Source: an optimization exercise on an open RTL-to-GDS flow (aim: small area, a short achievable clock period and few clock cycles per item). Production flows keep margins and buffers that such runs may drop. Where RTL was checked, it was by simulation tests only, not by an equivalence proof against the original.

==> onyx <==
==> flow/design.v (excerpt) <==
module chien_search #(
    parameter int LANES = 16,
    parameter int DEPTH = 4
) (
    input  logic                 clk_i,
    input  logic                 rst_ni,
    input  logic                 start_req_i,
    input  logic                 root_ack_i,
    input  logic [119:0]         sigma_i,
    output logic                 start_ack_o,
    output logic                 root_req_o,
    output logic                 done_o,
    output logic [9:0]           root_pos_o,
    output logic [3:0]           root_count_o
);
==> module root_serializer, before the edit <==
module root_serializer #(
    parameter int LANES = 16,
    parameter int DEPTH = 4
) (
    input  logic                 clk_i,
    input  logic                 rst_ni,
    input  logic                 adv_i,        
    input  logic [LANES-1:0]     zero_i,
    input  logic [9-$clog2(LANES):0] batch_i,  
    input  logic                 first_i,      
    input  logic                 last_i,       
    input  logic                 root_ack_i,
    output logic                 free_o,
    output logic                 root_req_o,
    output logic [9:0]           root_pos_o,
    output logic                 done_o,
    output logic [3:0]           root_count_o
);
    localparam int LW = $clog2(LANES);
    localparam int HW = 10 - LW;
    localparam int DW = $clog2(DEPTH);
    logic [LANES-1:0] hit_q;
    logic [HW-1:0]    hb_q;
    logic             hlast_q;
    logic             mpend_q;
    logic [LANES-1:0] low;
    logic [LW-1:0]    sel;
    logic             push_root;
    logic             push;
    logic             full;
    logic [10:0]      push_data;
    logic [LANES-1:0] hit_after;
    logic             mpend_after;
    always_comb begin
        sel = '0;
        for (int k = LANES - 1; k >= 0; k--) begin
            if (hit_q[k]) begin
                sel = LW'(k);
            end
        end
    end
    assign low = hit_q & ~(hit_q - 1'b1);
    assign push_root   = !mpend_q && (hit_q != '0);
    assign push        = (mpend_q || (hit_q != '0)) && !full;
    assign push_data   = mpend_q ? {1'b1, 10'd0}
                       : {1'b0, sel[LW-1] ? hb_q - 1'b1 : hb_q, sel[LW-1], ~sel[LW-2:0]};
    assign hit_after   = (push && push_root) ? (hit_q & ~low) : hit_q;
    assign mpend_after = mpend_q && !push;
    assign free_o      = (hit_after == '0) && !mpend_after;
    always_ff @(posedge clk_i or negedge rst_ni) begin
        if (!rst_ni) begin
            hit_q   <= '0;
            hlast_q <= 1'b0;
            mpend_q <= 1'b0;
        end else begin
            mpend_q <= mpend_after || (hlast_q && hit_after == '0);
            if (adv_i) begin
                hit_q   <= zero_i & ~({LANES{first_i}} & {{(LANES/2){1'b0}}, {(LANES/2){1'b1}}})
                                  & ~({LANES{last_i}}  & {{(LANES/2){1'b1}}, {(LANES/2){1'b0}}});
                hlast_q <= last_i;
            end else begin
                hit_q   <= hit_after;
                hlast_q <= hlast_q && (hit_after != '0);
            end
        end
    end
    always_ff @(posedge clk_i) begin
        if (adv_i) begin
            hb_q <= batch_i;
        end
    end
    logic [10:0]   mem_q [0:DEPTH-1];
    logic [DW-1:0] wp_q;
    logic [DW-1:0] rp_q;
    logic [DW:0]   cnt_q;
    logic [10:0]   head;
    logic          hvalid;
    logic          pop;
    logic          req_q;
    logic [3:0]    rc_q;
    assign full   = (cnt_q == (DW+1)'(DEPTH));
    assign hvalid = (cnt_q != '0);
    assign head   = mem_q[rp_q];
    assign done_o = hvalid && head[10];
    assign pop    = done_o || (req_q && root_ack_i);
    always_ff @(posedge clk_i) begin
        if (push) begin
            mem_q[wp_q] <= push_data;
        end
    end
    always_ff @(posedge clk_i or negedge rst_ni) begin
        if (!rst_ni) begin
            wp_q  <= '0;
            rp_q  <= '0;
            cnt_q <= '0;
            req_q <= 1'b0;
            rc_q  <= '0;
        end else begin
            if (push) begin
                wp_q <= wp_q + 1'b1;
            end
            if (pop) begin
                rp_q <= rp_q + 1'b1;
            end
            cnt_q <= cnt_q + (DW+1)'(push) - (DW+1)'(pop);
            if (req_q) begin
                if (root_ack_i) begin
                    req_q <= 1'b0;
                end
            end else if (hvalid && !head[10] && !root_ack_i) begin
                req_q <= 1'b1;
            end
            if (done_o) begin
                rc_q <= '0;
            end else if (req_q && root_ack_i) begin
                rc_q <= rc_q + 1'b1;
            end
        end
    end
    assign root_req_o   = req_q;
    assign root_pos_o   = head[9:0];
    assign root_count_o = rc_q;
endmodule
==> module chien_search, before the edit <==
module chien_search #(
    parameter int LANES = 16,
    parameter int DEPTH = 4
) (
    input  logic                 clk_i,
    input  logic                 rst_ni,
    input  logic                 start_req_i,
    input  logic                 root_ack_i,
    input  logic [119:0]         sigma_i,
    output logic                 start_ack_o,
    output logic                 root_req_o,
    output logic                 done_o,
    output logic [9:0]           root_pos_o,
    output logic [3:0]           root_count_o
);
    localparam int CW_LEN = 544;
    localparam int NUM_BATCH = CW_LEN / LANES + 1;
    localparam int LW = $clog2(LANES);
    logic       load;
    logic       adv;
    logic       run;
    logic       free;
    logic       first_batch;
    logic       last_batch;
    logic [9-LW:0] batch;
    logic [119:0]     term_q;
    logic [119:0]     term_step;
    logic [LANES-1:0] zero_vec;
    scan_ctrl u_ctrl (
        .clk_i        (clk_i),
        .rst_ni       (rst_ni),
        .start_req_i  (start_req_i),
        .free_i       (free),
        .last_batch_i (last_batch),
        .start_ack_o  (start_ack_o),
        .load_o       (load),
        .adv_o        (adv),
        .run_o        (run)
    );
    batch_counter #(.NUM_BATCH(NUM_BATCH), .BW(10-LW)) u_cnt (
        .clk_i        (clk_i),
        .rst_ni       (rst_ni),
        .load_i       (load),
        .advance_i    (adv),
        .batch_o       (batch),
        .first_batch_o (first_batch),
        .last_batch_o  (last_batch)
    );
    gf_mul u_step (
        .t_i (term_q),
        .p_o (term_step)
    );
    always_ff @(posedge clk_i) begin
        if (load) begin
            term_q <= sigma_i;
        end else if (adv) begin
            term_q <= term_step;
        end
    end
    chien_lane u_lanes (
        .t_i    (term_q),
        .zero_o (zero_vec)
    );
    root_serializer #(.LANES(LANES), .DEPTH(DEPTH)) u_ser (
        .clk_i        (clk_i),
        .rst_ni       (rst_ni),
        .adv_i        (adv),
        .zero_i       (zero_vec),
        .batch_i      (batch),
        .first_i      (first_batch),
        .last_i       (last_batch),
        .root_ack_i   (root_ack_i),
        .free_o       (free),
        .root_req_o   (root_req_o),
        .root_pos_o   (root_pos_o),
        .done_o       (done_o),
        .root_count_o (root_count_o)
    );
endmodule
Settings: LEC_CHECK=0, CAP_MARGIN=20, CORE_MARGIN=2, CORE_UTILIZATION=25, SETUP_SLACK_MARGIN=2.0, SLEW_MARGIN=20; clock period 5.0 ns.
run.sh (not shown) runs the stock make flow with config.mk's settings and CLKGATE_MAP_FILE= SYNTH_SCRIPT=/design/flow/synth_recipe.tcl, a recipe that flattens the netlist after the stock synthesis.
==> inputs of delta, as changes to onyx <==
--- a/flow/design.v
+++ b/flow/design.v
@@ -2511,11 +2511,19 @@
     input  logic                 clk_i,
     input  logic                 rst_ni,
-    input  logic                 adv_i,        
+    input  logic                 zv_i,
     input  logic [LANES-1:0]     zero_i,
     input  logic [9-$clog2(LANES):0] batch_i,  
     input  logic                 first_i,      
     input  logic                 last_i,       
+    input  logic                 end_i,        
+    input  logic [1:0]           par_i,        
+    input  logic [1:0]           epar_i,       
+    input  logic [3:0]           deg_i,        
+    input  logic [3:0]           deg1_i,       
+    input  logic [3:0]           deg2_i,       
+    input  logic                 dvalid_i,     
+    output logic                 found_o,      
     input  logic                 root_ack_i,
-    output logic                 free_o,
+    output logic                 free_o,       
     output logic                 root_req_o,
     output logic [9:0]           root_pos_o,
@@ -2526,8 +2534,32 @@
     localparam int HW = 10 - LW;
     localparam int DW = $clog2(DEPTH);
+    function automatic logic [1:0] any_multi(input logic [LANES-1:0] v);
+        logic [1:0] am [0:2*LANES-1];
+        for (int k = 0; k < LANES; k++) begin
+            am[LANES + k] = {1'b0, v[k]};
+        end
+        for (int k = LANES - 1; k >= 1; k--) begin
+            am[k][0] = am[2*k][0] | am[2*k+1][0];
+            am[k][1] = am[2*k][1] | am[2*k+1][1] | (am[2*k][0] & am[2*k+1][0]);
+        end
+        any_multi = am[1];
+    endfunction
+    logic [10:0]   mem_q [0:DEPTH-1];
+    logic [DW-1:0] wp_q;
+    logic [DW-1:0] rp_q;
+    logic [DW:0]   cnt_q;
+    logic [10:0]   head;
+    logic          hvalid;
+    logic          req_q;
+    logic [3:0]    rc_q;
     logic [LANES-1:0] hit_q;
     logic [HW-1:0]    hb_q;
     logic             hlast_q;
     logic             mpend_q;
+    logic [1:0]       hpar_q;
+    logic [3:0]       hcnt_q;
+    logic [LANES-1:0] zm;
+    logic [1:0]       zam;
+    logic [1:0]       ham;
     logic [LANES-1:0] low;
     logic [LW-1:0]    sel;
@@ -2535,7 +2567,28 @@
     logic             push;
     logic             full;
+    logic             pop;
     logic [10:0]      push_data;
     logic [LANES-1:0] hit_after;
+    logic             after_empty;
     logic             mpend_after;
+    logic             mpend_next;
+    logic             conv;
+    logic             room_next;
+    logic             next_empty;
+    logic       h_same;
+    logic [3:0] fcnt;
+    logic       fh;
+    logic       fz;
+    assign h_same  = (hpar_q == epar_i);
+    assign fcnt    = h_same ? hcnt_q : '0;
+    assign fh      = h_same && ham[0];
+    assign fz      = zv_i && (par_i == epar_i) && zam[0];
+    assign found_o = dvalid_i && ((!fh && !fz && fcnt == deg_i)
+                               || ((fh ^ fz) && fcnt == deg1_i)
+                               || (fh && fz && fcnt == deg2_i));
+    assign zm  = zero_i & ~({LANES{first_i}} & {{(LANES/2){1'b0}}, {(LANES/2){1'b1}}})
+                        & ~({LANES{last_i}}  & {{(LANES/2){1'b1}}, {(LANES/2){1'b0}}});
+    assign zam = any_multi(zm);
+    assign ham = any_multi(hit_q);
     always_comb begin
         sel = '0;
@@ -2546,12 +2599,19 @@
         end
     end
-    assign low = hit_q & ~(hit_q - 1'b1);
-    assign push_root   = !mpend_q && (hit_q != '0);
-    assign push        = (mpend_q || (hit_q != '0)) && !full;
+    assign low = LANES'(1) << sel;
+    assign push_root   = !mpend_q && ham[0];
+    assign push        = (mpend_q || ham[0]) && !full;
     assign push_data   = mpend_q ? {1'b1, 10'd0}
                        : {1'b0, sel[LW-1] ? hb_q - 1'b1 : hb_q, sel[LW-1], ~sel[LW-2:0]};
     assign hit_after   = (push && push_root) ? (hit_q & ~low) : hit_q;
+    assign after_empty = !ham[0] || (push && push_root && !ham[1]);
     assign mpend_after = mpend_q && !push;
-    assign free_o      = (hit_after == '0) && !mpend_after;
+    assign conv        = hlast_q && after_empty && !mpend_after;
+    assign mpend_next  = mpend_after || conv;
+    assign room_next = !((cnt_q == (DW+1)'(DEPTH)) && !pop)
+                    && !((cnt_q == (DW+1)'(DEPTH - 1)) && push && !pop);
+    assign next_empty = zv_i ? !zam[0] : after_empty;
+    assign free_o = next_empty ? (!mpend_next || room_next)
+                               : (zv_i && !zam[1] && !mpend_next && room_next);
     always_ff @(posedge clk_i or negedge rst_ni) begin
         if (!rst_ni) begin
@@ -2559,30 +2619,28 @@
             hlast_q <= 1'b0;
             mpend_q <= 1'b0;
+            hpar_q  <= '0;
+            hcnt_q  <= '0;
         end else begin
-            mpend_q <= mpend_after || (hlast_q && hit_after == '0);
-            if (adv_i) begin
-                hit_q   <= zero_i & ~({LANES{first_i}} & {{(LANES/2){1'b0}}, {(LANES/2){1'b1}}})
-                                  & ~({LANES{last_i}}  & {{(LANES/2){1'b1}}, {(LANES/2){1'b0}}});
-                hlast_q <= last_i;
+            mpend_q <= mpend_next;
+            if (zv_i && first_i) begin
+                hcnt_q <= '0;
+            end else if (push && push_root) begin
+                hcnt_q <= hcnt_q + 1'b1;
+            end
+            if (zv_i) begin
+                hit_q   <= zm;
+                hlast_q <= end_i;
+                hpar_q  <= par_i;
             end else begin
                 hit_q   <= hit_after;
-                hlast_q <= hlast_q && (hit_after != '0);
+                hlast_q <= hlast_q && !conv;
             end
         end
     end
     always_ff @(posedge clk_i) begin
-        if (adv_i) begin
+        if (zv_i) begin
             hb_q <= batch_i;
         end
     end
-    logic [10:0]   mem_q [0:DEPTH-1];
-    logic [DW-1:0] wp_q;
-    logic [DW-1:0] rp_q;
-    logic [DW:0]   cnt_q;
-    logic [10:0]   head;
-    logic          hvalid;
-    logic          pop;
-    logic          req_q;
-    logic [3:0]    rc_q;
     assign full   = (cnt_q == (DW+1)'(DEPTH));
     assign hvalid = (cnt_q != '0);
@@ -2653,8 +2711,24 @@
     logic       first_batch;
     logic       last_batch;
+    logic       end_batch;
+    logic       all_found;
     logic [9-LW:0] batch;
     logic [119:0]     term_q;
     logic [119:0]     term_step;
     logic [LANES-1:0] zero_vec;
+    logic [LANES-1:0] z_q;
+    logic             zv_q;
+    logic [9-LW:0]    zb_q;
+    logic             zfirst_q;
+    logic             zlast_q;
+    logic             zend_q;
+    logic [1:0]       zpar_q;
+    logic [3:0] deg_d;
+    logic       dvalid_d;
+    logic [3:0] deg_q;
+    logic [3:0] deg1_q;
+    logic [3:0] deg2_q;
+    logic       dvalid_q;
+    logic [1:0] epar_q;
     scan_ctrl u_ctrl (
         .clk_i        (clk_i),
@@ -2662,5 +2736,5 @@
         .start_req_i  (start_req_i),
         .free_i       (free),
-        .last_batch_i (last_batch),
+        .last_batch_i (end_batch),
         .start_ack_o  (start_ack_o),
         .load_o       (load),
@@ -2692,12 +2766,63 @@
         .zero_o (zero_vec)
     );
+    assign end_batch = last_batch || all_found;
+    always_comb begin
+        deg_d    = '0;
+        dvalid_d = 1'b0;
+        for (int j = 0; j <= 11; j++) begin
+            if (sigma_i[10*j +: 10] != '0) begin
+                deg_d    = 4'(j);
+                dvalid_d = 1'b1;
+            end
+        end
+    end
+    always_ff @(posedge clk_i or negedge rst_ni) begin
+        if (!rst_ni) begin
+            deg_q    <= '0;
+            deg1_q   <= '0;
+            deg2_q   <= '0;
+            dvalid_q <= 1'b0;
+            epar_q   <= '0;
+        end else if (load) begin
+            deg_q    <= deg_d;
+            deg1_q   <= deg_d - 4'd1;
+            deg2_q   <= deg_d - 4'd2;
+            dvalid_q <= dvalid_d;
+            epar_q   <= epar_q + 1'b1;
+        end
+    end
+    always_ff @(posedge clk_i) begin
+        z_q <= zero_vec;
+        if (adv) begin
+            zb_q     <= batch;
+            zfirst_q <= first_batch;
+            zlast_q  <= last_batch;
+            zend_q   <= end_batch;
+            zpar_q   <= epar_q;
+        end
+    end
+    always_ff @(posedge clk_i or negedge rst_ni) begin
+        if (!rst_ni) begin
+            zv_q <= 1'b0;
+        end else begin
+            zv_q <= adv;
+        end
+    end
     root_serializer #(.LANES(LANES), .DEPTH(DEPTH)) u_ser (
         .clk_i        (clk_i),
         .rst_ni       (rst_ni),
-        .adv_i        (adv),
-        .zero_i       (zero_vec),
-        .batch_i      (batch),
-        .first_i      (first_batch),
-        .last_i       (last_batch),
+        .zv_i         (zv_q),
+        .zero_i       (z_q),
+        .batch_i      (zb_q),
+        .first_i      (zfirst_q),
+        .last_i       (zlast_q),
+        .end_i        (zend_q),
+        .par_i        (zpar_q),
+        .epar_i       (epar_q),
+        .deg_i        (deg_q),
+        .deg1_i       (deg1_q),
+        .deg2_i       (deg2_q),
+        .dvalid_i     (dvalid_q),
+        .found_o      (all_found),
         .root_ack_i   (root_ack_i),
         .free_o       (free),
Settings changed: ABC_AREA set to 1, SETUP_SLACK_MARGIN 2.0 to 1.5.
==> run notes <==
delta passed the timing, DRC and antenna checks. onyx went through all stages and came out clean.
Between onyx and delta, the lower worst setup slack is in delta (gap 50 ps).
Of delta and onyx, delta has the higher cell count (gap 53%, measured against onyx).
Of delta and onyx, delta has the higher sequential share of layout area (gap 0.82 points).
Area after synthesis: delta is larger than onyx (33%).
Critical path depth: delta is higher than onyx (3).
Between onyx and delta, the lower first-iteration DRC count is in onyx (gap 42%, measured against delta).
Testbench counts of onyx, summed over its fixed seeds: cycles 9,269, items 256.
Testbench counts of delta, summed over its fixed seeds: cycles 7,400, items 256.

---

==> 03-25 <==
Another version of the RTL of chien_search (not shown whole).
Settings: LEC_CHECK=0, CAP_MARGIN=20, CORE_MARGIN=2, CORE_UTILIZATION=35, SETUP_SLACK_MARGIN=1.5, SLEW_MARGIN=20; clock period 5.0 ns.
==> 09-22 (differences from 03-25) <==
--- a/flow/design.v
+++ b/flow/design.v
@@ -2512,12 +2512,20 @@
     input  logic                 rst_ni,
     input  logic                 zv_i,
     input  logic [LANES-1:0]     zero_i,
     input  logic [9-$clog2(LANES):0] batch_i,  
     input  logic                 first_i,      
     input  logic                 last_i,       
+    input  logic                 end_i,        
+    input  logic [1:0]           par_i,        
+    input  logic [1:0]           epar_i,       
+    input  logic [3:0]           deg_i,        
+    input  logic [3:0]           deg1_i,       
+    input  logic [3:0]           deg2_i,       
+    input  logic                 dvalid_i,     
+    output logic                 found_o,      
     input  logic                 root_ack_i,
     output logic                 free_o,       
     output logic                 root_req_o,
     output logic [9:0]           root_pos_o,
     output logic                 done_o,
     output logic [3:0]           root_count_o
@@ -2545,12 +2553,14 @@
     logic          req_q;
     logic [3:0]    rc_q;
     logic [LANES-1:0] hit_q;
     logic [HW-1:0]    hb_q;
     logic             hlast_q;
     logic             mpend_q;
+    logic [1:0]       hpar_q;
+    logic [3:0]       hcnt_q;
     logic [LANES-1:0] zm;
     logic [1:0]       zam;
     logic [1:0]       ham;
     logic [LANES-1:0] low;
     logic [LW-1:0]    sel;
     logic             push_root;
@@ -2559,14 +2569,26 @@
     logic             pop;
     logic [10:0]      push_data;
     logic [LANES-1:0] hit_after;
     logic             after_empty;
     logic             mpend_after;
     logic             mpend_next;
+    logic             conv;
     logic             room_next;
     logic             next_empty;
+    logic       h_same;
+    logic [3:0] fcnt;
+    logic       fh;
+    logic       fz;
+    assign h_same  = (hpar_q == epar_i);
+    assign fcnt    = h_same ? hcnt_q : '0;
+    assign fh      = h_same && ham[0];
+    assign fz      = zv_i && (par_i == epar_i) && zam[0];
+    assign found_o = dvalid_i && ((!fh && !fz && fcnt == deg_i)
+                               || ((fh ^ fz) && fcnt == deg1_i)
+                               || (fh && fz && fcnt == deg2_i));
     assign zm  = zero_i & ~({LANES{first_i}} & {{(LANES/2){1'b0}}, {(LANES/2){1'b1}}})
                         & ~({LANES{last_i}}  & {{(LANES/2){1'b1}}, {(LANES/2){1'b0}}});
     assign zam = any_multi(zm);
     assign ham = any_multi(hit_q);
     always_comb begin
         sel = '0;
@@ -2581,31 +2603,40 @@
     assign push        = (mpend_q || ham[0]) && !full;
     assign push_data   = mpend_q ? {1'b1, 10'd0}
                        : {1'b0, sel[LW-1] ? hb_q - 1'b1 : hb_q, sel[LW-1], ~sel[LW-2:0]};
     assign hit_after   = (push && push_root) ? (hit_q & ~low) : hit_q;
     assign after_empty = !ham[0] || (push && push_root && !ham[1]);
     assign mpend_after = mpend_q && !push;
-    assign mpend_next  = mpend_after || (hlast_q && after_empty);
+    assign conv        = hlast_q && after_empty && !mpend_after;
+    assign mpend_next  = mpend_after || conv;
     assign room_next = !((cnt_q == (DW+1)'(DEPTH)) && !pop)
                     && !((cnt_q == (DW+1)'(DEPTH - 1)) && push && !pop);
     assign next_empty = zv_i ? !zam[0] : after_empty;
     assign free_o = next_empty ? (!mpend_next || room_next)
                                : (zv_i && !zam[1] && !mpend_next && room_next);
     always_ff @(posedge clk_i or negedge rst_ni) begin
         if (!rst_ni) begin
             hit_q   <= '0;
             hlast_q <= 1'b0;
             mpend_q <= 1'b0;
+            hpar_q  <= '0;
+            hcnt_q  <= '0;
         end else begin
             mpend_q <= mpend_next;
+            if (zv_i && first_i) begin
+                hcnt_q <= '0;
+            end else if (push && push_root) begin
+                hcnt_q <= hcnt_q + 1'b1;
+            end
             if (zv_i) begin
                 hit_q   <= zm;
-                hlast_q <= last_i;
+                hlast_q <= end_i;
+                hpar_q  <= par_i;
             end else begin
                 hit_q   <= hit_after;
-                hlast_q <= hlast_q && !after_empty;
+                hlast_q <= hlast_q && !conv;
             end
         end
     end
     always_ff @(posedge clk_i) begin
         if (zv_i) begin
             hb_q <= batch_i;
@@ -2676,27 +2707,38 @@
     logic       load;
     logic       adv;
     logic       run;
     logic       free;
     logic       first_batch;
     logic       last_batch;
+    logic       end_batch;
+    logic       all_found;
     logic [9-LW:0] batch;
     logic [119:0]     term_q;
     logic [119:0]     term_step;
     logic [LANES-1:0] zero_vec;
     logic [LANES-1:0] z_q;
     logic             zv_q;
     logic [9-LW:0]    zb_q;
     logic             zfirst_q;
     logic             zlast_q;
+    logic             zend_q;
+    logic [1:0]       zpar_q;
+    logic [3:0] deg_d;
+    logic       dvalid_d;
+    logic [3:0] deg_q;
+    logic [3:0] deg1_q;
+    logic [3:0] deg2_q;
+    logic       dvalid_q;
+    logic [1:0] epar_q;
     scan_ctrl u_ctrl (
         .clk_i        (clk_i),
         .rst_ni       (rst_ni),
         .start_req_i  (start_req_i),
         .free_i       (free),
-        .last_batch_i (last_batch),
+        .last_batch_i (end_batch),
         .start_ack_o  (start_ack_o),
         .load_o       (load),
         .adv_o        (adv),
         .run_o        (run)
     );
     batch_counter #(.NUM_BATCH(NUM_BATCH), .BW(10-LW)) u_cnt (
@@ -2720,18 +2762,46 @@
         end
     end
     chien_lane u_lanes (
         .t_i    (term_q),
         .zero_o (zero_vec)
     );
+    assign end_batch = last_batch || all_found;
+    always_comb begin
+        deg_d    = '0;
+        dvalid_d = 1'b0;
+        for (int j = 0; j <= 11; j++) begin
+            if (sigma_i[10*j +: 10] != '0) begin
+                deg_d    = 4'(j);
+                dvalid_d = 1'b1;
+            end
+        end
+    end
+    always_ff @(posedge clk_i or negedge rst_ni) begin
+        if (!rst_ni) begin
+            deg_q    <= '0;
+            deg1_q   <= '0;
+            deg2_q   <= '0;
+            dvalid_q <= 1'b0;
+            epar_q   <= '0;
+        end else if (load) begin
+            deg_q    <= deg_d;
+            deg1_q   <= deg_d - 4'd1;
+            deg2_q   <= deg_d - 4'd2;
+            dvalid_q <= dvalid_d;
+            epar_q   <= epar_q + 1'b1;
+        end
+    end
     always_ff @(posedge clk_i) begin
         z_q <= zero_vec;
         if (adv) begin
             zb_q     <= batch;
             zfirst_q <= first_batch;
             zlast_q  <= last_batch;
+            zend_q   <= end_batch;
+            zpar_q   <= epar_q;
         end
     end
     always_ff @(posedge clk_i or negedge rst_ni) begin
         if (!rst_ni) begin
             zv_q <= 1'b0;
         end else begin
@@ -2743,12 +2813,20 @@
         .rst_ni       (rst_ni),
         .zv_i         (zv_q),
         .zero_i       (z_q),
         .batch_i      (zb_q),
         .first_i      (zfirst_q),
         .last_i       (zlast_q),
+        .end_i        (zend_q),
+        .par_i        (zpar_q),
+        .epar_i       (epar_q),
+        .deg_i        (deg_q),
+        .deg1_i       (deg1_q),
+        .deg2_i       (deg2_q),
+        .dvalid_i     (dvalid_q),
+        .found_o      (all_found),
         .root_ack_i   (root_ack_i),
         .free_o       (free),
         .root_req_o   (root_req_o),
         .root_pos_o   (root_pos_o),
         .done_o       (done_o),
         .root_count_o (root_count_o)
Settings changed: CORE_UTILIZATION 35 to 25, TNS_END_PERCENT set to 5.
==> 08-17 (differences from 03-25) <==
--- a/flow/design.v
+++ b/flow/design.v
@@ -2507,113 +2507,86 @@
 module root_serializer #(
     parameter int LANES = 16,
     parameter int DEPTH = 4
 ) (
     input  logic                 clk_i,
     input  logic                 rst_ni,
-    input  logic                 zv_i,
+    input  logic                 adv_i,        
     input  logic [LANES-1:0]     zero_i,
     input  logic [9-$clog2(LANES):0] batch_i,  
     input  logic                 first_i,      
     input  logic                 last_i,       
     input  logic                 root_ack_i,
-    output logic                 free_o,       
+    output logic                 free_o,
     output logic                 root_req_o,
     output logic [9:0]           root_pos_o,
     output logic                 done_o,
     output logic [3:0]           root_count_o
 );
     localparam int LW = $clog2(LANES);
     localparam int HW = 10 - LW;
     localparam int DW = $clog2(DEPTH);
-    function automatic logic [1:0] any_multi(input logic [LANES-1:0] v);
-        logic [1:0] am [0:2*LANES-1];
-        for (int k = 0; k < LANES; k++) begin
-            am[LANES + k] = {1'b0, v[k]};
-        end
-        for (int k = LANES - 1; k >= 1; k--) begin
-            am[k][0] = am[2*k][0] | am[2*k+1][0];
-            am[k][1] = am[2*k][1] | am[2*k+1][1] | (am[2*k][0] & am[2*k+1][0]);
-        end
-        any_multi = am[1];
-    endfunction
-    logic [10:0]   mem_q [0:DEPTH-1];
-    logic [DW-1:0] wp_q;
-    logic [DW-1:0] rp_q;
-    logic [DW:0]   cnt_q;
-    logic [10:0]   head;
-    logic          hvalid;
-    logic          req_q;
-    logic [3:0]    rc_q;
     logic [LANES-1:0] hit_q;
     logic [HW-1:0]    hb_q;
     logic             hlast_q;
     logic             mpend_q;
-    logic [LANES-1:0] zm;
-    logic [1:0]       zam;
-    logic [1:0]       ham;
     logic [LANES-1:0] low;
     logic [LW-1:0]    sel;
     logic             push_root;
     logic             push;
     logic             full;
-    logic             pop;
     logic [10:0]      push_data;
     logic [LANES-1:0] hit_after;
-    logic             after_empty;
     logic             mpend_after;
-    logic             mpend_next;
-    logic             room_next;
-    logic             next_empty;
-    assign zm  = zero_i & ~({LANES{first_i}} & {{(LANES/2){1'b0}}, {(LANES/2){1'b1}}})
-                        & ~({LANES{last_i}}  & {{(LANES/2){1'b1}}, {(LANES/2){1'b0}}});
-    assign zam = any_multi(zm);
-    assign ham = any_multi(hit_q);
     always_comb begin
         sel = '0;
         for (int k = LANES - 1; k >= 0; k--) begin
             if (hit_q[k]) begin
                 sel = LW'(k);
             end
         end
     end
-    assign low = LANES'(1) << sel;
-    assign push_root   = !mpend_q && ham[0];
-    assign push        = (mpend_q || ham[0]) && !full;
+    assign low = hit_q & ~(hit_q - 1'b1);
+    assign push_root   = !mpend_q && (hit_q != '0);
+    assign push        = (mpend_q || (hit_q != '0)) && !full;
     assign push_data   = mpend_q ? {1'b1, 10'd0}
                        : {1'b0, sel[LW-1] ? hb_q - 1'b1 : hb_q, sel[LW-1], ~sel[LW-2:0]};
     assign hit_after   = (push && push_root) ? (hit_q & ~low) : hit_q;
-    assign after_empty = !ham[0] || (push && push_root && !ham[1]);
     assign mpend_after = mpend_q && !push;
-    assign mpend_next  = mpend_after || (hlast_q && after_empty);
-    assign room_next = !((cnt_q == (DW+1)'(DEPTH)) && !pop)
-                    && !((cnt_q == (DW+1)'(DEPTH - 1)) && push && !pop);
-    assign next_empty = zv_i ? !zam[0] : after_empty;
-    assign free_o = next_empty ? (!mpend_next || room_next)
-                               : (zv_i && !zam[1] && !mpend_next && room_next);
+    assign free_o      = (hit_after == '0) && !mpend_after;
     always_ff @(posedge clk_i or negedge rst_ni) begin
         if (!rst_ni) begin
             hit_q   <= '0;
             hlast_q <= 1'b0;
             mpend_q <= 1'b0;
         end else begin
-            mpend_q <= mpend_next;
-            if (zv_i) begin
-                hit_q   <= zm;
+            mpend_q <= mpend_after || (hlast_q && hit_after == '0);
+            if (adv_i) begin
+                hit_q   <= zero_i & ~({LANES{first_i}} & {{(LANES/2){1'b0}}, {(LANES/2){1'b1}}})
+                                  & ~({LANES{last_i}}  & {{(LANES/2){1'b1}}, {(LANES/2){1'b0}}});
                 hlast_q <= last_i;
             end else begin
                 hit_q   <= hit_after;
-                hlast_q <= hlast_q && !after_empty;
+                hlast_q <= hlast_q && (hit_after != '0);
             end
         end
     end
     always_ff @(posedge clk_i) begin
-        if (zv_i) begin
+        if (adv_i) begin
             hb_q <= batch_i;
         end
     end
+    logic [10:0]   mem_q [0:DEPTH-1];
+    logic [DW-1:0] wp_q;
+    logic [DW-1:0] rp_q;
+    logic [DW:0]   cnt_q;
+    logic [10:0]   head;
+    logic          hvalid;
+    logic          pop;
+    logic          req_q;
+    logic [3:0]    rc_q;
     assign full   = (cnt_q == (DW+1)'(DEPTH));
     assign hvalid = (cnt_q != '0);
     assign head   = mem_q[rp_q];
     assign done_o = hvalid && head[10];
     assign pop    = done_o || (req_q && root_ack_i);
     always_ff @(posedge clk_i) begin
@@ -2680,17 +2653,12 @@
     logic       first_batch;
     logic       last_batch;
     logic [9-LW:0] batch;
     logic [119:0]     term_q;
     logic [119:0]     term_step;
     logic [LANES-1:0] zero_vec;
-    logic [LANES-1:0] z_q;
-    logic             zv_q;
-    logic [9-LW:0]    zb_q;
-    logic             zfirst_q;
-    logic             zlast_q;
     scan_ctrl u_ctrl (
         .clk_i        (clk_i),
         .rst_ni       (rst_ni),
         .start_req_i  (start_req_i),
         .free_i       (free),
         .last_batch_i (last_batch),
@@ -2720,35 +2688,20 @@
         end
     end
     chien_lane u_lanes (
         .t_i    (term_q),
         .zero_o (zero_vec)
     );
-    always_ff @(posedge clk_i) begin
-        z_q <= zero_vec;
-        if (adv) begin
-            zb_q     <= batch;
-            zfirst_q <= first_batch;
-            zlast_q  <= last_batch;
-        end
-    end
-    always_ff @(posedge clk_i or negedge rst_ni) begin
-        if (!rst_ni) begin
-            zv_q <= 1'b0;
-        end else begin
-            zv_q <= adv;
-        end
-    end
     root_serializer #(.LANES(LANES), .DEPTH(DEPTH)) u_ser (
         .clk_i        (clk_i),
         .rst_ni       (rst_ni),
-        .zv_i         (zv_q),
-        .zero_i       (z_q),
-        .batch_i      (zb_q),
-        .first_i      (zfirst_q),
-        .last_i       (zlast_q),
+        .adv_i        (adv),
+        .zero_i       (zero_vec),
+        .batch_i      (batch),
+        .first_i      (first_batch),
+        .last_i       (last_batch),
         .root_ack_i   (root_ack_i),
         .free_o       (free),
         .root_req_o   (root_req_o),
         .root_pos_o   (root_pos_o),
         .done_o       (done_o),
         .root_count_o (root_count_o)
Settings changed: CORE_UTILIZATION 35 to 25, GPL_TIMING_DRIVEN set to 0, SETUP_SLACK_MARGIN 1.5 to unset.
==> summary.txt <==
Timing
  – Final worst slack: -0.177 ns
  – Final setup viols: 4

Outcome
  – Violated checks: setup timing
  – Outcome: complete, but fails checks

Clock network
  – Post_cts resized: 5
  – CTS buffer count: 26

Finish
  – Final-layout clock buffer total: 34
-- figures above: 08-17

==> summary.txt <==
Outcome
  – Outcome: timing/DRC/antenna clean

Clock network
  – Post_cts resized: 38
  – CTS buffer count: 30

Timing
  – Final worst slack: 1.28 ns
  – Final setup viols: 0

Finish
  – Final-layout clock buffer total: 36
-- figures above: 03-25

==> summary.txt <==
Outcome
  – Outcome: timing/DRC/antenna clean

Timing
  – Final worst slack: between 1 and 1.5 ns
  – Final setup viols: 0

Finish
  – Final-layout clock buffer total: 35
  – Most common cell after layout, fill and taps aside: xnor2_1

Clock network
  – CTS buffer count: 29

Run
  – Max_cap viols: 0
-- figures above: 09-22

Testbench counts of 09-22, summed over its fixed seeds: cycles 7,400, items 256.
Testbench counts of 08-17, summed over its fixed seeds: cycles 9,269, items 256.
Only the layout flow was run in 03-25; the RTL was not checked for function there.

==> re-timing with driven ports <==
How much do the figures lean on ideal ports? The routed layouts below were timed once more, with nothing changed but the port constraints. Step 1 (the two cells are an assumption about what drives the block):
set clk [get_ports {clk_i}]
set_driving_cell -lib_cell sky130_fd_sc_hd__clkbuf_16 $clk
set_driving_cell -lib_cell sky130_fd_sc_hd__buf_2 [delete_from_list [all_inputs] $clk]
Step 2 also shifts input and output timing later by t, the mid clock arrival at the registers, as if the neighbouring blocks saw the same clock. a / b / c = no drivers / after step 1 / after step 2; a / b = the first two.
run | t, ns | setup WS [ns] | hold slack, ns | worst setup path after step 2 | clock arrival spread, ns
onyx | 0.694 | 1.358 / 1.358 / 1.358 | 0.486 / 0.486 / 0.486 | register to register | 0.078 / 0.078
delta | 0.679 | 1.308 / 1.308 / 0.983 | 0.425 / 0.425 / 0.425 | input to register | 0.042 / 0.041
03-25 | 0.740 | 1.282 / 1.282 / 1.173 | 0.420 / 0.420 / 0.420 | input to register | 0.060 / 0.061
09-22 | 0.704 | 1.292 / 1.292 / 0.967 | 0.420 / 0.420 / 0.420 | input to register | 0.071 / 0.071
08-17 | 0.668 | -0.177 / -0.177 / -0.177 | 0.257 / 0.217 / 0.481 | register to register | 0.047 / 0.047
